Context: an optimization exercise on an open-source flow, tuned for small area. The choices shown serve that exercise and are no tape-out recipe.
The RTL was checked by simulation tests, not by an equivalence proof against the original design.
Power is estimated from default activity; no workload was simulated.

$ cat standard.sh
#!/bin/bash
# synth_recipe.tcl (not shown) runs the flow's synth.tcl, then flattens the netlist and writes it again
# the make line also repeats each setting of config.mk as NAME=value (left out here)
make -C /OpenROAD-flow-scripts/flow DESIGN_CONFIG=/design/flow/config.mk WORK_HOME=/design/flow/orfs CLKGATE_MAP_FILE= SYNTH_SCRIPT=/design/flow/synth_recipe.tcl "${@:-finish}"
$ cat config.mk
export PLATFORM = sky130hd
export DESIGN_NAME = firEngine
export DESIGN_NICKNAME = firEngine
export VERILOG_FILES = /design/flow/design.v
export SDC_FILE = /design/flow/constraint.sdc
export NUM_CORES = 4
export LEC_CHECK = 0
export ABC_AREA = 1
export CAP_MARGIN = 20
export CORE_MARGIN = 2
export CORE_UTILIZATION = 65
export SLEW_MARGIN = 20
$ cat constraint.sdc
create_clock -name core_clock -period 8.0 [get_ports {iClk}]
set_input_delay 1.6000 -clock core_clock [delete_from_list [all_inputs] [get_ports {iClk}]]
set_output_delay 1.6000 -clock core_clock [all_outputs]
set_load 0.01 [all_outputs]
$ cat design.v
package firPkg;
    typedef logic signed [17:0] sampleT;    
    localparam logic [107:0] InitCoef0 = {
        18'h01111, 18'h03333, 18'h0999a, 18'h26667, 18'h19999, 18'h06666
    };
    localparam logic [89:0] InitCoef1 = {
        18'h3c000, 18'h10000, 18'h09999, 18'h06666, 18'h03333
    };
endpackage
`timescale 1ns/10ps
module firChannel #(
    parameter int              N        = 6,
    parameter int              Base     = 0,
    parameter logic [18*N-1:0] InitCoef = '0
) (
    input  logic        iClk,
    input  logic        iRst,
    input  logic        iChanged,
    input  logic [17:0] iData,
    input  logic        iCoefWrEn,
    input  logic [3:0]  iCoefWrAddr,
    input  logic [17:0] iCoefWrData,
    output logic        oChanged,
    output logic [17:0] oData
);
    localparam logic [3:0] StF1   = 4'd9;     
    localparam logic [3:0] StF0   = 4'd10;    
    localparam logic [3:0] StWait = 4'd14;    
    localparam logic [3:0] StIdle = 4'd15;
    logic [2:0]  ph;           
    logic        togQ;         
    logic [3:0]  st;           
    logic [2:0]  vcnt;         
    logic        newS;
    logic        lastPh;
    logic        first;
    logic        act;
    logic        wait0;
    logic        go;
    logic        lastGo;
    logic        valid;
    logic        bOne;
    logic        bTwo;
    logic        bNeg;
    logic [17:0] coef;
    function automatic logic [2:0] phStep(input logic [2:0] p);
        phStep = 3'd0;
        for (int k = 0; k < N - 1; k++)
            if (p == 3'(k))
                phStep = 3'(k + 1);
    endfunction
    function automatic logic [3:0] stStep(input logic [3:0] q);
        stStep = 4'd0;
        for (int k = 0; k < 10; k++)
            if (q == 4'(k))
                stStep = 4'(k + 1);
    endfunction
    function automatic logic [2:0] vcntStep(input logic [2:0] v);
        vcntStep = 3'(N);
        for (int k = 0; k < N; k++)
            if (v == 3'(k))
                vcntStep = 3'(k + 1);
    endfunction
    function automatic logic tapValid(input logic [2:0] p, input logic [2:0] v);
        tapValid = 1'b0;
        for (int k = 1; k < N; k++)
            for (int c = N - k + 1; c <= N; c++)
                if (p == 3'(k) && v == 3'(c))
                    tapValid = 1'b1;
    endfunction
    assign newS   = iChanged ^ togQ;
    assign lastPh = (ph == 3'(N - 1));
    assign first  = (ph == 3'd0);
    assign act    = (st <= 4'd8);
    assign wait0  = (st == StWait);
    assign go     = act | (wait0 & first);
    assign lastGo = (st == 4'd8) & lastPh;
    assign valid  = go & (first | tapValid(ph, vcnt));
    always_ff @(posedge iClk or posedge iRst) begin
        if (iRst) begin
            ph <= '0;
            togQ <= 1'b0;
            st <= StIdle;
            oChanged <= 1'b0;
            vcnt <= '0;
        end else begin
            ph <= phStep(ph);
            togQ <= iChanged;
            if (newS) begin
                st <= StWait;
                vcnt <= vcntStep(vcnt);
            end else if (wait0 & first) begin
                st <= 4'd0;
            end else if ((act & lastPh) | (st == StF1)) begin
                st <= stStep(st);
            end else if (st == StF0) begin
                st <= StIdle;
                oChanged <= ~oChanged;
            end
        end
    end
    coefRing #(.N(N), .Base(Base), .InitCoef(InitCoef)) uCoef (
        .iClk, .iRst, .ph, .iCoefWrEn, .iCoefWrAddr, .iCoefWrData, .head(coef)
    );
    sampleRing #(.N(N)) uSamp (
        .iClk, .newS, .iData, .go, .first, .rndZero(st == 4'd0 || wait0), .valid,
        .bOne, .bTwo, .bNeg
    );
    macUnit uMac (
        .iClk, .shiftIn(act & first), .zeroIn(iRst | (wait0 & first)),
        .bOne, .bTwo, .bNeg, .coef, .result(oData)
    );
endmodule
`timescale 1ns/10ps
module sampleRing #(
    parameter int N = 6
) (
    input  logic        iClk,
    input  logic        newS,       
    input  logic [17:0] iData,
    input  logic        go,         
    input  logic        first,      
    input  logic        rndZero,    
    input  logic        valid,      
    output logic        bOne,       
    output logic        bTwo,       
    output logic        bNeg        
);
    logic [17:0] sampQ [N];
    logic [2:0]  dig;               
    always_ff @(posedge iClk) begin
        if (newS)
            sampQ[0] <= iData;
        else if (go)
            sampQ[0] <= {sampQ[N-1][1:0], sampQ[N-1][17:2]};
        for (int i = 1; i < N; i++)
            if (newS | go)
                sampQ[i] <= sampQ[i-1];
    end
    always_comb begin
        if (first)
            dig = {sampQ[0][1:0], sampQ[0][17]};
        else
            dig = {sampQ[0][17:16], sampQ[0][15]};
        if (rndZero)
            dig[0] = 1'b0;
        bOne = valid & (dig[1] ^ dig[0]);
        bTwo = valid & ((dig[2] & ~dig[1] & ~dig[0]) | (~dig[2] & dig[1] & dig[0]));
        bNeg = valid & dig[2];
    end
endmodule
`timescale 1ns/10ps
module coefRing #(
    parameter int              N        = 6,
    parameter int              Base     = 0,
    parameter logic [18*N-1:0] InitCoef = '0
) (
    input  logic        iClk,
    input  logic        iRst,
    input  logic [2:0]  ph,
    input  logic        iCoefWrEn,
    input  logic [3:0]  iCoefWrAddr,
    input  logic [17:0] iCoefWrData,
    output logic [17:0] head
);
    function automatic int tapOf(input int p);
        tapOf = (p == 0) ? 0 : N - p;
    endfunction
    logic [N-1:0][17:0] coefQ;
    logic [17:0]  wdHi;
    logic [17:0]  wdLo;
    logic [N-1:0] we;
    assign wdHi = iCoefWrData | {18{iRst}};
    assign wdLo = iCoefWrData & ~{18{iRst}};
    always_comb begin
        for (int i = 0; i < N; i++) begin
            we[i] = iRst;
            for (int p = 0; p < N; p++)
                if (ph == 3'(p) && iCoefWrEn && iCoefWrAddr == 4'(Base + tapOf((i + p + 1) % N)))
                    we[i] = 1'b1;
        end
    end
    always_ff @(posedge iClk) begin
        for (int i = 0; i < N; i++) begin
            if (we[i])
                coefQ[i] <= (InitCoef[18*tapOf(i) +: 18] & wdHi) | (~InitCoef[18*tapOf(i) +: 18] & wdLo);
            else
                coefQ[i] <= coefQ[(i + 1) % N];
        end
    end
    assign head = coefQ[0];
endmodule
`timescale 1ns/10ps
module macUnit (
    input  logic        iClk,
    input  logic        shiftIn,    
    input  logic        zeroIn,     
    input  logic        bOne,
    input  logic        bTwo,
    input  logic        bNeg,
    input  logic [17:0] coef,
    output logic [17:0] result
);
    logic [21:0] acc;
    logic        pc;         
    logic        pcNext;
    logic [21:0] mag;
    logic [21:0] bx;
    logic [21:0] accIn;
    logic [1:0]  midIn;      
    logic [10:0] loIn;
    logic        hiCin;
    logic [21:0] sum;
    logic        cy;
    always_comb begin
        mag = '0;
        if (bOne)
            mag = {{4{coef[17]}}, coef};
        else if (bTwo)
            mag = {{3{coef[17]}}, coef, 1'b0};
        bx = mag ^ {22{bNeg}};
        if (shiftIn)
            accIn = {{2{acc[21]}}, acc[21:2]};
        else if (zeroIn)
            accIn = '0;
        else
            accIn = acc;
        if (shiftIn) begin
            midIn = acc[12:11] + {1'b0, pc};
            hiCin = acc[12] & acc[11] & pc;
        end else begin
            midIn = accIn[10:9];
            hiCin = pc & ~zeroIn;
        end
        loIn = {midIn, accIn[8:0]};
        cy = bNeg;
        for (int i = 0; i < 11; i++) begin
            sum[i] = loIn[i] ^ bx[i] ^ cy;
            cy = (loIn[i] & bx[i]) | (loIn[i] & cy) | (bx[i] & cy);
        end
        pcNext = cy;
        cy = hiCin;
        for (int i = 11; i < 22; i++) begin
            sum[i] = accIn[i] ^ bx[i] ^ cy;
            cy = (accIn[i] & bx[i]) | (accIn[i] & cy) | (bx[i] & cy);
        end
    end
    always_ff @(posedge iClk) begin
        acc <= sum;
        pc <= pcNext;
    end
    assign result = acc[17:0];
endmodule
`timescale 1ns/10ps
module firEngine (
    input  logic           iClk,
    input  logic           iRst,
    input  logic           iData0Changed,    
    input  firPkg::sampleT iData0,
    input  logic           iData1Changed,
    input  firPkg::sampleT iData1,
    input  logic           iCoefWrEn,
    input  logic [3:0]     iCoefWrAddr,
    input  firPkg::sampleT iCoefWrData,
    output logic           oData0Changed,    
    output firPkg::sampleT oData0,
    output logic           oData1Changed,
    output firPkg::sampleT oData1
);
    firChannel #(.N(6), .Base(0), .InitCoef(firPkg::InitCoef0)) uCh0 (
        .iClk, .iRst, .iChanged(iData0Changed), .iData(iData0),
        .iCoefWrEn, .iCoefWrAddr, .iCoefWrData,
        .oChanged(oData0Changed), .oData(oData0)
    );
    firChannel #(.N(5), .Base(8), .InitCoef(firPkg::InitCoef1)) uCh1 (
        .iClk, .iRst, .iChanged(iData1Changed), .iData(iData1),
        .iCoefWrEn, .iCoefWrAddr, .iCoefWrData,
        .oChanged(oData1Changed), .oData(oData1)
    );
endmodule
$ cat flow/run.sh
#!/bin/bash
# Standard ORFS layout with these changes:
#  - ports are buffered with the smallest buffer
#  - clock tree synthesis adds no dummy loads and clusters up to 10 flip-flops
#    (within 40 um) on each leaf buffer
# Each tool's full log is under orfs/logs/; make's output is in standard.log.
set -euo pipefail
rm -rf scripts
cp -r "$FLOW_HOME/scripts" scripts
cat > scripts/abc_area.script <<'A'
strash
&get -n
&synch2
&nf -R 1000
&put
strash
&get -n
&dch -f
&nf -R 1000
&put
strash
&get -n
&synch2
&nf -R 1000
&put
strash
&get -n
&dch -f
&nf -R 1000
&put
strash
&get -n
&synch2
&nf -R 1000
&put
strash
&get -n
&dch -f
&nf -R 1000
&put
topo
A
export SCRIPTS_DIR="$PWD/scripts"
export BUFFER_PORTS_ARGS="-buffer_cell sky130_fd_sc_hd__buf_1"
export CTS_ARGS="-sink_clustering_enable -repair_clock_nets -dont_use_dummy_load -buf_list {sky130_fd_sc_hd__clkbuf_4} -sink_clustering_size 10 -sink_clustering_max_diameter 40"
bash standard.sh > standard.log 2>&1
==> results of run 1 <==
[power groups by stage]
stage | Sequential (mW) | Clock, mW | Combinational, mW
floorplan | 3.22 | 0 | 0.787
global placement | 3.27 | 0 | 0.929
detailed placement | 3.29 | 0 | 0.949
CTS | 3.24 | 1.05 | 0.960
global route | 3.29 | 1.15 | 1.09
finish | 3.24 | 1.02 | 0.951
[metal layers]
metal	part of all wire [%]	GRT usage, %	vias to the layer above
li1	-	-	5438
met1	46	35.6	5407
met2	47	39.3	291
met3	4.8	3.66	66
met4	2.6	8.17	0
met5	0	0	-
[placed cells by master, fill, tap and decap left out, types with 4 or more instances in the layout]
master	synthesis	final
a21oi_1	206	206
clkinv_1	44	43
nand3_1	12	12
dfxtp_1	244	244
nor3_1	13	9
clkbuf_4	0	57
mux2i_1	8	8
o21ai_0	39	37
buf_4	36	27
nand2_1	67	65
nor4_1	6	6
edfxtp_1	198	198
buf_1	0	99
nor2_1	342	340
nor3_2	0	4
a22o_1	5	5
xor2_1	37	35
nor2b_1	5	5
a22oi_1	69	69
and2_0	5	5
fa_1	40	40
dfstp_2	8	8
dfrtp_1	16	16
xnor2_1	14	12
o22ai_1	19	19
[sequential cells by signal (all words and copies together), names as in the netlist, 3 cells and up]
register and flops:
uCh0.ph 3, uCh0.st 4, uCh0.uCoef.coefQ 108, uCh0.uMac.acc 22, uCh0.uSamp.sampQ 108, uCh0.vcnt 3
uCh1.ph 3, uCh1.st 4, uCh1.uCoef.coefQ 90, uCh1.uMac.acc 22, uCh1.uSamp.sampQ 90, uCh1.vcnt 3
[metrics by stage]
step | cell area, um2 | worst slack, ps
3_3_place_gp | 18000 | 1190
2_1_floorplan | 17200 | 806
5_1_grt | 18400 | 412
4_1_cts | 18400 | 957
6_report | 18400 | 871
3_5_place_dp | 18000 | 1040
[area by class of cell]
class / count / area [um2]
Fill cell: 1976 / 7550
Inverter: 44 / 165
Multi-Input combinational cell: 926 / 5400
Sequential cell: 466 / 11400
Timing Repair Buffer: 127 / 579
Clock buffer: 57 / 428
Tap cell: 335 / 419
Antenna cell: 1 / 2.50
[kinds of logic after synthesis]
| kind of cell | Yosys count | synth area share [%] |
|---|---|---|
| mux | 8 | 0.466 |
| fa+ha+maj | 42 | 4.81 |
| buf+inv | 80 | 2.53 |
| compound gates | 360 | 12.1 |
| simple gates | 465 | 10.9 |
| flops | 466 | 66.6 |
| xor+xnor | 51 | 2.60 |
[how the worst max path moves through the flow]
stage | startpoint | to | slack (ps) | cells after the start
after floorplan | uCh1.ph[0]$_DFF_PP0_ | uCh1.uMac.acc[21]$_DFF_P_ | 810 | 21
after global placement | uCh0.ph[2]$_DFF_PP0_ | uCh0.uMac.acc[21]$_DFF_P_ | 1190 | 22
after detailed placement | uCh1.ph[0]$_DFF_PP0_ | uCh1.uMac.acc[21]$_DFF_P_ | 1040 | 22
after CTS | uCh1.ph[0]$_DFF_PP0_ | uCh1.uMac.acc[21]$_DFF_P_ | 960 | 22
after global routing | uCh1.ph[0]$_DFF_PP0_ | uCh1.uMac.acc[21]$_DFF_P_ | 410 | 22
final | uCh1.ph[0]$_DFF_PP0_ | uCh1.uMac.acc[21]$_DFF_P_ | 870 | 22
==> out/results.ini, run 1 <==
[clock_network]
clkSlewWorstSetupHoldPaths_ps = 110
cts.repair.resized = 0
cts.sinks = 466
root_buffer = clkbuf_4
hold_buffers = 0
clockBufferDepth = 3
htreeDepth = 2
cts_setup_buffers = 0
clk_latency_ps = 720
cts_buffers = 57
tritoncts = yes

[logic_synthesis]
avgSynthCellArea_um2 = 11.7
yosysMostFrequentCell = nor2_1
synth_cell_types = 46
synth_ff_type = dfxtp_1
async_flop_share_pct = 5.15
yosysSeqAreaShare_pct = 66.6
synth_nets = 1577
yosysTopAreaCell = edfxtp_1
ys_ff_latch = 466
syn_inst = 1472
synth-edff-count = 198
synth_top_area_share_pct = 34.6
synthTopCellsByCount = 342 x nor2_1, 244 x dfxtp_1, 206 x a21oi_1
synth_area_leaders = edfxtp_1 35%, dfxtp_1 28%, nor2_1 7.5%
synth_area_um2 = 17200
synth-warning-count = 9

[timing]
finalCriticalPeriod_ps = 7130
slew-limit-headroom_pct = 37.8
fmax_ghz = 0.140
hold_viol_final = 0
grt_setup_unrepaired = no
hold_ws_ps = 383
setup_viol = 0
period_share_pct = 89.1
worst_pin_slew_ps = 933
slew_violations = 0
finClkSkew_ps = 61.2
setup-tns-final_ps = 0

[power_and_ir_drop]
powerDensity_nw_per_um2 = 283
ir_drop_mv = 0.185
total_power_mw = 5.21
clkPwrFrac_pct = 19.6
p_leak_nw = 6.75
p_sw_share_pct = 29.1
switching_power_mw = 1.52
power_frac_seq_pct = 62.2
power.internal_mw = 3.70
power_frac_comb_pct = 18.2

[global_routing]
first_global_vias = 11000
grt-ovfl-total = 0
grt_first_pass_wirelength_um = 55400
grt_max_degree = 91
grtUsageTotal_pct = 24.7
antenna_found_initial = 1

[placement]
routabilityCongestion = 0.825
dpl.cell_count = 1898
hpwl_um = 21600
port_buffers = 100

[cells_and_area]
syn2layout_area_growth_pct = 7.31
final_util_pct = 71.0
stdcell_count = 1956
drive_above_1_share_pct = 6.67
fin_nets = 1727

[drt]
wl_per_cell_um = 17.4
routed_via_density = 5.73
first_pass_iters = 6
ant_nets = 0
drtIter0Drc = 887
drc = 0
drt_wl_total_um = 33900
dr_total_vias = 11200

[critical_path]
critPathSlowestCell = dfrtp_1
crit_chain = or3_1 > nor3_1 > nor2_1 > a21oi_1 > o21ai_0 > nor3_2 > buf_4 > a22oi_1 > xnor2_1 > fa_1 > clkinv_1 > fa_1 > fa_1 > fa_1 > fa_1 > fa_1 > fa_1 > fa_1 > fa_1 > fa_1 > xor2_1 > xnor2_1
reg2reg_depth = 22
slowest_delay_ps = 530
critPathArrivalTime_ps = 7700
path_buf_inv = 2
cp-end-kind = flip-flop
critPathRequiredTime_ps = 8570
rrSetupSlack_ps = 870
reg2reg_from = uCh1.ph[0]$_DFF_PP0_
worstSetupStartpointType = flip-flop
worstReg2RegEnd = uCh1.uMac.acc[21]$_DFF_P_
path_common_cell = fa_1
cp_top_family = adder cells
crit_type = flip-flop to flip-flop
critical_path.max_fanout = 19

[worst_hold_path]
hold_path_class = flip-flop to flip-flop
holdPathStages = 0
whs_endpoint = uCh1.uSamp.sampQ[3][17]$_DFFE_PP_
holdCritStartpoint = uCh1.uSamp.sampQ[2][17]$_DFFE_PP_

[run_status]
run_status = finished clean

[floorplan]
io-pin-count = 101
dieArea_um2 = 27700
rows = 59
coreArea_um2 = 26000
die_y_um = 167
fp.dieW_um = 167
start_util_pct = 66.1

[flow_run]
cap_violations = 0

==> inputs of run 2 (changes only) <==
--- a/flow/run.sh
+++ b/flow/run.sh
@@ -28,16 +28,6 @@
 &dch -f
 &nf -R 1000
 &put
-strash
-&get -n
-&synch2
-&nf -R 1000
-&put
-strash
-&get -n
-&dch -f
-&nf -R 1000
-&put
 topo
 A
 export SCRIPTS_DIR="$PWD/scripts"
==> run 2 against run 1 <==
Against the previous run: clock skew is 4.3 ps lower; die area is 0.13% lower; count of clock-buffer cells in the layout is 2 lower; highest routed layer unchanged.
==> out/results.ini, run 2 <==
[critical_path]
rrSetupSlack_ps = 810  ; was 870 ps
reg2reg_from = uCh1.ph[0]$_DFF_PP0_  ; unchanged
crit_type = flip-flop to flip-flop  ; unchanged
critical_path.max_fanout = 19  ; unchanged
critPathRequiredTime_ps = 8590  ; was 8570 ps
crit_start = uCh1.ph[0]$_DFF_PP0_  ; unchanged
critPathArrivalTime_ps = 7780  ; was 7700 ps
cp-end-kind = flip-flop  ; unchanged
worstSetupStartpointType = flip-flop  ; unchanged

[clock_network]
cts.repair.resized = 0  ; unchanged
clk_latency_ps = 720  ; about the same
cts_buffers = 55  ; was 57
hold_buffers = 0  ; unchanged
clockBufferDepth = 3  ; unchanged
htreeDepth = 2  ; unchanged
cts_setup_buffers = 0  ; unchanged
cts.sinks = 466  ; unchanged
tritoncts = yes  ; unchanged
root_buffer = clkbuf_4  ; unchanged
clkSlewWorstSetupHoldPaths_ps = 110  ; about the same

[cells_and_area]
fin_area_um2 = 18400  ; about the same
final_util_pct = 70.8  ; was 71.0%
mostFrequentLayoutCells = 333 x nor2_1, 244 x dfxtp_1, 205 x a21oi_1  ; was 340 x nor2_1, 244 x dfxtp_1, 206 x a21oi_1
syn2layout_area_growth_pct = 7.27  ; was 7.31%
fin_nets = 1716  ; was 1727
final_common_cell = nor2_1  ; unchanged
drive_above_1_share_pct = 6.77  ; was 6.67%
reg.largest.list = uCh0.uCoef.coefQ: 108 flops, uCh0.uSamp.sampQ: 108 flops  ; unchanged
fill_cells = 1961  ; was 1976

[timing]
slew-limit-headroom_pct = 43.3  ; was 37.8%
grt_setup_unrepaired = no  ; unchanged
finalCriticalPeriod_ps = 7190  ; was 7130 ps
finClkSkew_ps = 56.9  ; was 61.2 ps
hold_viol_final = 0  ; unchanged
worst_pin_slew_ps = 851  ; was 933 ps
period_share_pct = 89.9  ; was 89.1%
hold_ws_ps = 413  ; was 383 ps
fmax_ghz = 0.139  ; was 0.140 GHz
slew_violations = 0  ; unchanged
setup-tns-final_ps = 0  ; unchanged
fin_ws_ps = 811  ; was 871 ps
setup_viol = 0  ; unchanged

[floorplan]
rows = 59  ; unchanged
die_y_um = 166  ; was 167 um
coreArea_um2 = 26000  ; unchanged
io-pin-count = 101  ; unchanged
fp.dieW_um = 166  ; was 167 um
dieArea_um2 = 27700  ; about the same
start_util_pct = 66.0  ; was 66.1%

[global_routing]
grtUsageTotal_pct = 24.4  ; was 24.7%
first_global_vias = 10900  ; was 11000
grt-ovfl-total = 0  ; unchanged
grt_max_degree = 91  ; unchanged
grt_first_pass_wirelength_um = 54700  ; was 55400 um
antenna_found_initial = 1  ; unchanged

[logic_synthesis]
yosysSeqAreaShare_pct = 66.7  ; was 66.6%
synth-warning-count = 9  ; unchanged
ys_ff_latch = 466  ; unchanged
yosysTopAreaCell = edfxtp_1  ; unchanged
synth_area_um2 = 17200  ; about the same
synth_area_leaders = edfxtp_1 35%, dfxtp_1 28%, nor2_1 7.4%  ; was edfxtp_1 35%, dfxtp_1 28%, nor2_1 7.5%
avgSynthCellArea_um2 = 11.7  ; about the same
yosysMostFrequentCell = nor2_1  ; unchanged
synth_cell_types = 46  ; unchanged
synth_ff_type = dfxtp_1  ; unchanged
synth_top_area_share_pct = 34.7  ; was 34.6%
async_flop_share_pct = 5.15  ; unchanged
synth-edff-count = 198  ; unchanged
synth_nets = 1569  ; was 1577
synthTopCellsByCount = 336 x nor2_1, 244 x dfxtp_1, 205 x a21oi_1  ; was 342 x nor2_1, 244 x dfxtp_1, 206 x a21oi_1
syn_inst = 1464  ; was 1472

[drt]
dr_total_vias = 11200  ; about the same
routed_via_density = 5.74  ; was 5.73
drc = 0  ; unchanged
first_pass_iters = 7  ; was 6
drt_wl_total_um = 33600  ; was 33900 um
drtIter0Drc = 943  ; was 887
wl_per_cell_um = 17.3  ; was 17.4 um
ant_nets = 0  ; unchanged

[placement]
place_ws_ps = 897  ; was 1040 ps
placed_area_um2 = 18000  ; about the same
port_buffers = 100  ; unchanged
hpwl_um = 21500  ; was 21600 um
routabilityCongestion = 0.874  ; was 0.825

[power_and_ir_drop]
p_leak_nw = 6.74  ; was 6.75 nW
powerDensity_nw_per_um2 = 274  ; was 283 nW/um2
ir_drop_mv = 0.185  ; about the same

[worst_hold_path]
holdCritStartpoint = uCh0.uSamp.sampQ[1][2]$_DFFE_PP_  ; was uCh1.uSamp.sampQ[2][17]$_DFFE_PP_
hold_path_class = flip-flop to flip-flop  ; unchanged

[flow_run]
cap_violations = 0  ; unchanged

[run_status]
run_status = finished clean  ; unchanged

## run 2: cell count changes after synthesis, moves of 3 or more
cell | before | now
nor2_1 | 342 | 336
o22ai_1 | 19 | 14
o221ai_1 | 1 | 4
or3_1 | 3 | 6
and2_0 | 5 | 2
nand2_1 | 67 | 63
o21ai_0 | 39 | 44
## run 2: final timing paths
path,endpoint,cells past startpoint
worst max-delay path,uCh1.uMac.acc[21]$_DFF_P_,22
worst min-delay path,uCh0.uSamp.sampQ[2][2]$_DFFE_PP_,0
worst max register to register,uCh1.uMac.acc[21]$_DFF_P_,22
worst min register to register,uCh0.uSamp.sampQ[2][2]$_DFFE_PP_,0
max in group asynchronous,uCh1.st[2]$_DFFE_PP1P_,4
min in group asynchronous,uCh0.ph[2]$_DFF_PP0_,3
## run 2: metrics by stage
stage          power [mW]  cells
2_1_floorplan        3.89   1464
3_3_place_gp         4.07   1889
3_5_place_dp         4.11   1889
4_1_cts              5.10   1944
5_1_grt              5.35   1945
6_report             5.05   1945
## run 2: worst max-delay path: stages, from the launching register on
cell      delay [ps]
dfrtp_1          520
or3_1            460
nor3_1           550
a21oi_1          230
a21oi_1          170
o21ai_0          210
nor3_2           240
buf_4            240
a22oi_1          130
xnor2_1          200
fa_1             200
clkinv_1          80
fa_1             390
fa_1             400
fa_1             400
fa_1             390
fa_1             410
fa_1             390
fa_1             390
fa_1             390
fa_1             390
xor2_1           180
xnor2_1          140
## run 2: where the power goes
part / switching (mW) / internal, mW
Combinational: 0.558 / 0.334
Clock: 0.681 / 0.315
Sequential: 0.198 / 2.96
Total: 1.44 / 3.61
## run 2: cell type report
type	instances	area [um2]	area share [%]
timing repair buffer	126	572	3.11
antenna	1	2.50	0.0136
inverter	42	158	0.857
multi-input combinational	920	5400	29.3
sequential	466	11400	62.2
clock buffer	55	413	2.24
tap	335	419	2.28
## run 2: logic make-up after synthesis
group,after synthesis,synth area share [%]
flops,466,66.7
compound gates,363,12.2
mux,9,0.532
xor+xnor,50,2.55
fa+ha+maj,42,4.81
buf+inv,78,2.49
simple gates,456,10.7
## run 2: metal layers
layer	vias to the layer above	GRT usage [%]	routed length, um
li1	5405	-	-
met1	5362	34.5	15100
met2	322	39.3	15700
met3	69	3.66	1850
met4	0	8.40	1020
met5	-	0	0
==> inputs of run 3 (changes only) <==
--- a/config.mk
+++ b/config.mk
@@ -9,4 +9,6 @@
 export CAP_MARGIN = 20
 export CORE_MARGIN = 2
 export CORE_UTILIZATION = 65
+export GPL_ROUTABILITY_DRIVEN = 0
+export GPL_TIMING_DRIVEN = 0
 export SLEW_MARGIN = 20
==> run 3 against run 2 <==
Against the previous run: still clean on timing, DRC and antenna; critical path depth stayed put; clock power hardly changed; first-iteration DRC count rose by 2.7%; maximum frequency fell by 3.9%; power is 2.7% higher; non-clock buffer count is 34 higher; register-to-register slack got worse by 290 ps; clock skew is 21 ps higher; sequential share of layout area fell by 1.8 points; largest power group unchanged.
==> out/results.ini, run 3 <==
[run_status]
run_status = finished clean  ; unchanged

[clock_network]
htreeDepth = 2  ; unchanged
hold_buffers = 0  ; unchanged
clk_latency_ps = 740  ; was 720 ps
cts_setup_buffers = 0  ; unchanged
clkSlewWorstSetupHoldPaths_ps = 100  ; was 110 ps
tritoncts = yes  ; unchanged
cts_buffers = 56  ; was 55
cts.sinks = 466  ; unchanged
root_buffer = clkbuf_4  ; unchanged
clockBufferDepth = 3  ; unchanged
cts.repair.resized = 0  ; unchanged

[global_routing]
grt_max_degree = 63  ; was 91
grt_first_pass_wirelength_um = 54300  ; was 54700 um
grt-ovfl-total = 0  ; unchanged
antenna_found_initial = 1  ; unchanged
first_global_vias = 10800  ; was 10900
grtUsageTotal_pct = 24.2  ; was 24.4%

[logic_synthesis]
synth-warning-count = 9  ; unchanged
yosysSeqAreaShare_pct = 66.7  ; unchanged
synth_top_area_share_pct = 34.7  ; unchanged
avgSynthCellArea_um2 = 11.7  ; unchanged
synth-edff-count = 198  ; unchanged
synth_nets = 1569  ; unchanged
synth_ff_type = dfxtp_1  ; unchanged
async_flop_share_pct = 5.15  ; unchanged
synth_cell_types = 46  ; unchanged
yosysTopAreaCell = edfxtp_1  ; unchanged
yosysMostFrequentCell = nor2_1  ; unchanged
syn_inst = 1464  ; unchanged
synth_area_um2 = 17200  ; unchanged
synthTopCellsByCount = 336 x nor2_1, 244 x dfxtp_1, 205 x a21oi_1  ; unchanged
ys_ff_latch = 466  ; unchanged
synth_area_leaders = edfxtp_1 35%, dfxtp_1 28%, nor2_1 7.4%  ; unchanged

[drt]
drc = 0  ; unchanged
ant_nets = 0  ; unchanged
wl_per_cell_um = 16.8  ; was 17.3 um
dr_total_vias = 11200  ; about the same
first_pass_iters = 5  ; was 7
drt_wl_total_um = 33300  ; was 33600 um
routed_via_density = 5.65  ; was 5.74
drtIter0Drc = 968  ; was 943

[cells_and_area]
fill_cells = 1899  ; was 1961
stdcell_count = 1986  ; was 1945
mostFrequentLayoutCells = 331 x nor2_1, 244 x dfxtp_1, 205 x a21oi_1  ; was 333 x nor2_1, 244 x dfxtp_1, 205 x a21oi_1
reg.largest.list = uCh0.uCoef.coefQ: 108 flops, uCh0.uSamp.sampQ: 108 flops  ; unchanged
final_common_cell = nor2_1  ; unchanged
fin_nets = 1751  ; was 1716
register_area_um2 = 11400  ; unchanged
drive_above_1_share_pct = 9.18  ; was 6.77%
syn2layout_area_growth_pct = 10.4  ; was 7.27%
multi_input_area_um2 = 5450  ; was 5400 um2

[timing]
fmax_ghz = 0.134  ; was 0.139 GHz
setup_viol = 0  ; unchanged
period_share_pct = 93.6  ; was 89.9%
worst_pin_slew_ps = 958  ; was 851 ps
slew_violations = 0  ; unchanged
fin_ws_ps = 516  ; was 811 ps
slew-limit-headroom_pct = 36.1  ; was 43.3%
finClkSkew_ps = 77.5  ; was 56.9 ps
finalCriticalPeriod_ps = 7480  ; was 7190 ps
grt_setup_unrepaired = no  ; unchanged
hold_viol_final = 0  ; unchanged

[critical_path]
crit_type = flip-flop to flip-flop  ; unchanged
critPathRequiredTime_ps = 8580  ; was 8590 ps
critPathArrivalTime_ps = 8070  ; was 7780 ps
reg2reg_from = uCh1.ph[0]$_DFF_PP0_  ; unchanged
cp-end-kind = flip-flop  ; unchanged
crit_start = uCh1.ph[0]$_DFF_PP0_  ; unchanged
critical_path.max_fanout = 15  ; was 19
worstSetupStartpointType = flip-flop  ; unchanged

[worst_hold_path]
hold_path_class = flip-flop to flip-flop  ; unchanged
holdCritStartpoint = uCh1.uSamp.sampQ[1][6]$_DFFE_PP_  ; was uCh0.uSamp.sampQ[1][2]$_DFFE_PP_

[floorplan]
io-pin-count = 101  ; unchanged
dieArea_um2 = 27700  ; unchanged
start_util_pct = 66.0  ; unchanged
rows = 59  ; unchanged
coreArea_um2 = 26000  ; unchanged
die_y_um = 166  ; unchanged
fp.dieW_um = 166  ; unchanged

[power_and_ir_drop]
p_leak_nw = 7.00  ; was 6.74 nW
power.internal_mw = 3.72  ; was 3.61 mW
switching_power_mw = 1.47  ; was 1.44 mW
p_sw_share_pct = 28.3  ; was 28.4%
ir_drop_mv = 0.209  ; was 0.185 mV
powerDensity_nw_per_um2 = 274  ; about the same
power_frac_seq_pct = 61.0  ; was 62.6%
power_frac_comb_pct = 19.5  ; was 17.7%
total_power_mw = 5.19  ; was 5.05 mW
clkPwrFrac_pct = 19.5  ; was 19.7%

[placement]
hpwl_um = 21500  ; about the same
dpl.cell_count = 1923  ; was 1889
port_buffers = 100  ; unchanged
place_ws_ps = 125  ; was 897 ps

[flow_run]
cap_violations = 0  ; unchanged

[run 3: cell counts after synthesis]
No cell type changed its count.
[run 3: area by class of cell]
class	count	share of cell area [%]
flip-flops and latches	466	60.4
multi-input cells	920	28.8
repair buffers	124	4.02
clock buffers	56	2.22
well taps	335	2.21
plain buffers	36	1.43
inverters	42	0.839
diodes	7	0.0925
[run 3: cells by family (layout without fill, tap and decap cells)]
logic type	count (synthesis)	count (layout)	synth area share, %
DFF	466	466	66.7
adders and majority gates	42	42	4.81
and+or+nand+nor	456	456	10.7
other	0	7	0
buffers and inverters	78	258	2.49
muxes	9	9	0.532
xor gates and xnor gates	50	50	2.55
AOI/OAI and AO/OA	363	363	12.2
[run 3: worst paths after layout]
kind	slack, ps	end	cells past startpoint
min reg2reg	410	uCh1.uSamp.sampQ[2][6]$_DFFE_PP_	0
max	520	uCh1.uMac.acc[21]$_DFF_P_	22
min in group asynchronous	1200	uCh1.oChanged$_DFFE_PP0P_	3
max reg2reg	520	uCh1.uMac.acc[21]$_DFF_P_	22
min	410	uCh1.uSamp.sampQ[2][6]$_DFFE_PP_	0
max in group asynchronous	6200	uCh0.st[2]$_DFFE_PP1P_	4
[run 3: power groups by stage]
stage	Clock, mW	Sequential, mW	Combinational (mW)
floorplan	0	3.15	0.741
global placement	0	3.21	0.942
detailed placement	0	3.21	1.02
CTS	1.05	3.16	1.02
global route	1.14	3.20	1.15
finish	1.01	3.16	1.01
[run 3: per-layer routing]
layer	track usage, %	vias up	share of wire (%)
met5	0	-	0
met4	8.13	0	2.8
met1	36.2	5396	47
met2	36.8	277	44
met3	3.92	70	5.6
li1	-	5480	-
[run 3: metrics by stage]
stage	hold slack (ps)	utilization, %	area [um2]	TNS (ps)
finish	406	72.9	18900	0
global route	410	72.9	18900	0
CTS	407	72.8	18900	0
detailed placement	405	71.2	18500	0
global placement	400	69.1	18000	-8880
floorplan	400	-	17200	0
[run 3: worst max-delay path, stage by stage (launching register included)]
cell and delay [ps]:
dfrtp_1 510, or3_1 460, nor3_1 560, a21oi_1 190, a21oi_1 150, o21ai_0 240
nor3_2 420, buf_4 280, a22oi_1 120, xnor2_1 240, fa_1 210, clkinv_1 80
fa_1 400, fa_1 410, fa_1 400, fa_1 400, fa_1 400, fa_1 400
fa_1 410, fa_1 400, fa_1 380, xor2_1 180, xnor2_1 130
==> inputs of run 4 (changes only) <==
==> flow/run.sh (replaced) <==
#!/bin/bash
# Standard ORFS layout with these changes:
#  - ports are buffered with the smallest buffer
#  - clock tree synthesis adds no dummy loads and clusters up to 7 flip-flops
#    (within 30 um) on each leaf buffer
# Each tool's full log is under orfs/logs/; make's output is in standard.log.
set -euo pipefail
rm -rf scripts
cp -r "$FLOW_HOME/scripts" scripts
cat > scripts/abc_area.script <<'A'
strash
&get -n
&synch2
&nf -R 1000
&put
strash
&get -n
&dch -f
&nf -R 1000
&put
strash
&get -n
&synch2
&nf -R 1000
&put
strash
&get -n
&dch -f
&nf -R 1000
&put
topo
A
export SCRIPTS_DIR="$PWD/scripts"
export BUFFER_PORTS_ARGS="-buffer_cell sky130_fd_sc_hd__buf_1"
export CTS_ARGS="-sink_clustering_enable -repair_clock_nets -dont_use_dummy_load -buf_list {sky130_fd_sc_hd__clkbuf_2 sky130_fd_sc_hd__clkbuf_4} -sink_clustering_size 7 -sink_clustering_max_diameter 30"
bash standard.sh > standard.log 2>&1
--- a/config.mk
+++ b/config.mk
@@ -9,6 +9,4 @@
 export CAP_MARGIN = 20
 export CORE_MARGIN = 2
 export CORE_UTILIZATION = 65
-export GPL_ROUTABILITY_DRIVEN = 0
-export GPL_TIMING_DRIVEN = 0
 export SLEW_MARGIN = 20
==> run 4 against run 3 <==
Against the previous run: first-iteration DRC count is 3.0% higher; critical path type unchanged; utilization fell by 1.1 points; non-clock buffer count shrank 34; still clean.
==> out/results.ini, run 4 <==
[logic_synthesis]
synth-edff-count = 198  ; unchanged
yosysMostFrequentCell = nor2_1  ; unchanged
ys_ff_latch = 466  ; unchanged
yosys.area_share.simple_pct = 10.7  ; unchanged
synth_xor_area_share_pct = 2.55  ; unchanged
synth_cell_types = 46  ; unchanged
synth_area_um2 = 17200  ; unchanged
yosysSeqAreaShare_pct = 66.7  ; unchanged
synthTopCellsByCount = 336 x nor2_1, 244 x dfxtp_1, 205 x a21oi_1  ; unchanged
synth_top_area_share_pct = 34.7  ; unchanged
synthAdderAreaFrac_pct = 4.81  ; unchanged
synthMuxAreaShare_pct = 0.532  ; unchanged
avgSynthCellArea_um2 = 11.7  ; unchanged
synth-warning-count = 9  ; unchanged
yosysTopAreaCell = edfxtp_1  ; unchanged
synth_nets = 1569  ; unchanged
async_flop_share_pct = 5.15  ; unchanged
syn_inst = 1464  ; unchanged
synth_ff_type = dfxtp_1  ; unchanged
synth_compound_area_share_pct = 12.2  ; unchanged
synth_area_leaders = edfxtp_1 35%, dfxtp_1 28%, nor2_1 7.4%  ; unchanged
synth_top_family_by_area = compound AO/OA/AOI/OAI gates  ; unchanged

[timing]
fin_ws_ps = 796  ; was 516 ps
hold_viol_final = 0  ; unchanged
worst_pin_slew_ps = 851  ; was 958 ps
finalCriticalPeriod_ps = 7200  ; was 7480 ps
period_share_pct = 90.0  ; was 93.6%
slew-limit-headroom_pct = 43.2  ; was 36.1%
slew_violations = 0  ; unchanged
fmax_ghz = 0.139  ; was 0.134 GHz
setup-tns-final_ps = 0  ; unchanged
setup_viol = 0  ; unchanged
finClkSkew_ps = 70.1  ; was 77.5 ps
grt_setup_unrepaired = no  ; unchanged

[clock_network]
clockBufferDepth = 3  ; unchanged
clk_latency_ps = 730  ; was 740 ps
cts_buffers = 87  ; was 56
clkSlewWorstSetupHoldPaths_ps = 70  ; was 100 ps
htreeDepth = 3  ; was 2
cts_setup_buffers = 0  ; unchanged
cts.repair.resized = 0  ; unchanged
hold_buffers = 0  ; unchanged
tritoncts = yes  ; unchanged
root_buffer = clkbuf_4  ; unchanged
cts.sinks = 466  ; unchanged

[critical_path]
path_buf_inv = 2  ; unchanged
reg2reg_depth = 22  ; unchanged
slowest_delay_ps = 560  ; about the same
critPathArrivalTime_ps = 7750  ; was 8070 ps
worstReg2RegEnd = uCh1.uMac.acc[21]$_DFF_P_  ; unchanged
reg2reg_from = uCh1.ph[0]$_DFF_PP0_  ; unchanged
cp-end-kind = flip-flop  ; unchanged
worstSetupStartpointType = flip-flop  ; unchanged
critical_path.max_fanout = 19  ; was 15
critPathRequiredTime_ps = 8550  ; was 8580 ps
crit_type = flip-flop to flip-flop  ; unchanged
path_common_cell = fa_1  ; unchanged
critPathSlowestCell = nor3_1  ; unchanged
crit_chain = or3_1 > nor3_1 > a21oi_1 > a21oi_1 > o21ai_0 > nor3_2 > buf_4 > a22oi_1 > xnor2_1 > fa_1 > clkinv_1 > fa_1 > fa_1 > fa_1 > fa_1 > fa_1 > fa_1 > fa_1 > fa_1 > fa_1 > xor2_1 > xnor2_1  ; unchanged
cp_top_family = adder cells  ; unchanged
rrSetupSlack_ps = 800  ; was 520 ps

[flow_run]
cap_violations = 0  ; unchanged

[floorplan]
dieArea_um2 = 27700  ; unchanged
start_util_pct = 66.0  ; unchanged
fp.dieW_um = 166  ; unchanged
coreArea_um2 = 26000  ; unchanged
io-pin-count = 101  ; unchanged
rows = 59  ; unchanged
die_y_um = 166  ; unchanged

[power_and_ir_drop]
p_leak_nw = 6.89  ; was 7.00 nW
powerDensity_nw_per_um2 = 284  ; was 274 nW/um2
ir_drop_mv = 0.198  ; was 0.209 mV

[cells_and_area]
syn2layout_area_growth_pct = 8.67  ; was 10.4%
fill_cells = 1956  ; was 1899
register_area_um2 = 11400  ; unchanged
final_common_cell = nor2_1  ; unchanged
drive_above_1_share_pct = 8.59  ; was 9.18%
stdcell_count = 1977  ; was 1986
reg.largest.list = uCh0.uCoef.coefQ: 108 flops, uCh0.uSamp.sampQ: 108 flops  ; unchanged
mostFrequentLayoutCells = 333 x nor2_1, 244 x dfxtp_1, 205 x a21oi_1  ; was 331 x nor2_1, 244 x dfxtp_1, 205 x a21oi_1
fin_nets = 1748  ; was 1751
multi_input_area_um2 = 5400  ; was 5450 um2
final_util_pct = 71.8  ; was 72.9%

[drt]
first_pass_iters = 8  ; was 5
wl_per_cell_um = 17.2  ; was 16.8 um
drtIter0Drc = 997  ; was 968
routed_via_density = 5.75  ; was 5.65
dr_total_vias = 11400  ; was 11200
drc = 0  ; unchanged
drt_wl_total_um = 34100  ; was 33300 um
ant_nets = 0  ; unchanged

[worst_hold_path]
whs_endpoint = uCh0.uSamp.sampQ[2][17]$_DFFE_PP_  ; was uCh1.uSamp.sampQ[2][6]$_DFFE_PP_
holdPathStages = 0  ; unchanged
holdCritStartpoint = uCh0.uSamp.sampQ[1][17]$_DFFE_PP_  ; was uCh1.uSamp.sampQ[1][6]$_DFFE_PP_
hold_path_class = flip-flop to flip-flop  ; unchanged

[placement]
port_buffers = 100  ; unchanged
place_ws_ps = 897  ; was 125 ps
routabilityCongestion = 0.874
hpwl_um = 21500  ; about the same
dpl.cell_count = 1889  ; was 1923

[run_status]
run_status = finished clean  ; unchanged

[global_routing]
grt_first_pass_wirelength_um = 55500  ; was 54300 um
first_global_vias = 11200  ; was 10800
grtUsageTotal_pct = 24.9  ; was 24.2%
grt_max_degree = 91  ; was 63
antenna_found_initial = 1  ; unchanged
grt-ovfl-total = 0  ; unchanged

[run 4: cell count changes in the layout (fill, tap and decap cells not counted), moves of 2 or more]
cell,before,now
o21ai_4,5,0
nor2_4,2,0
buf_8,2,0
or3_1,3,6
buf_16,7,0
nor2_1,331,333
or3_2,3,0
diode_2,7,1
buf_12,3,0
buf_4,45,26
o21ai_2,0,5
clkbuf_4,56,87
buf_6,3,0
[run 4: cells by family after synthesis]
group	after synthesis
muxes	9
and+or+nand+nor	456
adders and majority gates	42
AOI/OAI and AO/OA	363
xor gates and xnor gates	50
buffers and inverters	78
DFF	466
[run 4: worst max path at each step]
| stage | from | end | slack [ps] | cells past startpoint |
|---|---|---|---|---|
| final | uCh1.ph[0]$_DFF_PP0_ | uCh1.uMac.acc[21]$_DFF_P_ | 800 | 22 |
| after global routing | uCh1.ph[0]$_DFF_PP0_ | uCh1.uMac.acc[21]$_DFF_P_ | 420 | 22 |
| after CTS | uCh1.ph[0]$_DFF_PP0_ | uCh1.uMac.acc[21]$_DFF_P_ | 880 | 22 |
| after detailed placement | uCh1.ph[0]$_DFF_PP0_ | uCh1.uMac.acc[21]$_DFF_P_ | 900 | 22 |
| after global placement | uCh1.ph[0]$_DFF_PP0_ | uCh1.uMac.acc[21]$_DFF_P_ | 1060 | 22 |
| after floorplan | uCh1.ph[0]$_DFF_PP0_ | uCh1.uMac.acc[21]$_DFF_P_ | 750 | 21 |
[run 4: through the flow]
step / hold slack, ps / power, mW / cell area, um2
2_1_floorplan: 400 / 3.89 / 17200
3_3_place_gp: 401 / 4.07 / 18000
3_5_place_dp: 405 / 4.11 / 18000
4_1_cts: 344 / 5.35 / 18600
5_1_grt: 358 / 5.61 / 18600
6_report: 360 / 5.29 / 18600
[run 4: routing by layer]
metal  wire, um  up-vias  global-route usage (%)
met2      15800      347                    39.5
met4       1040        0                    10.4
met3       2030       77                    4.25
li1           -     5482                       -
met1      15200     5470                    34.7
met5          0        -                       0
[run 4: cell type report]
cell class | instances | share of cell area, %
inverters | 42 | 0.846
clock buffers | 87 | 3.50
well taps | 335 | 2.25
diodes | 1 | 0.0134
flip-flops and latches | 466 | 61.4
repair buffers | 126 | 3.07
multi-input cells | 920 | 29.0
[run 4: report_power, final]
part	switching (mW)	total (mW)	internal, mW	leakage, nW
Clock	0.738	1.23	0.497	0.400
Sequential	0.199	3.17	2.97	4.29
Combinational	0.559	0.893	0.334	2.20

## re-timing with driven ports
The flow's constraints put no driver on any port. The routed layouts listed below were extracted and timed again, unchanged, in two steps.
Step 1 assumes that a clkbuf_16 drives the clock port and a buf_2 every other input.
Step 2 adds t to the input delays and takes it off the output delays; t is the mean of the earliest and latest rising clock arrival at the registers after step 1. Input paths then give back, and output paths get back, about the clock's delay inside the block.
Slacks: no drivers / after step 1 / after step 2; pairs: no drivers / after step 1.
run	t, ns	setup WS [ns]	clock arrival spread, ns	pins driven straight from the clock port
run 1	0.732	0.871 / 0.871 / 0.871	0.062 / 0.061	1
run 2	0.740	0.811 / 0.811 / 0.811	0.063 / 0.063	1
run 3	0.744	0.516 / 0.516 / 0.433	0.079 / 0.079	1
run 4	0.729	0.796 / 0.796 / 0.796	0.086 / 0.087	1
After both steps every run listed still meets setup and hold. For run 3, which loses most, drivers alone change the setup slack by 0.000 ns; drivers and shift together by -0.083 ns.
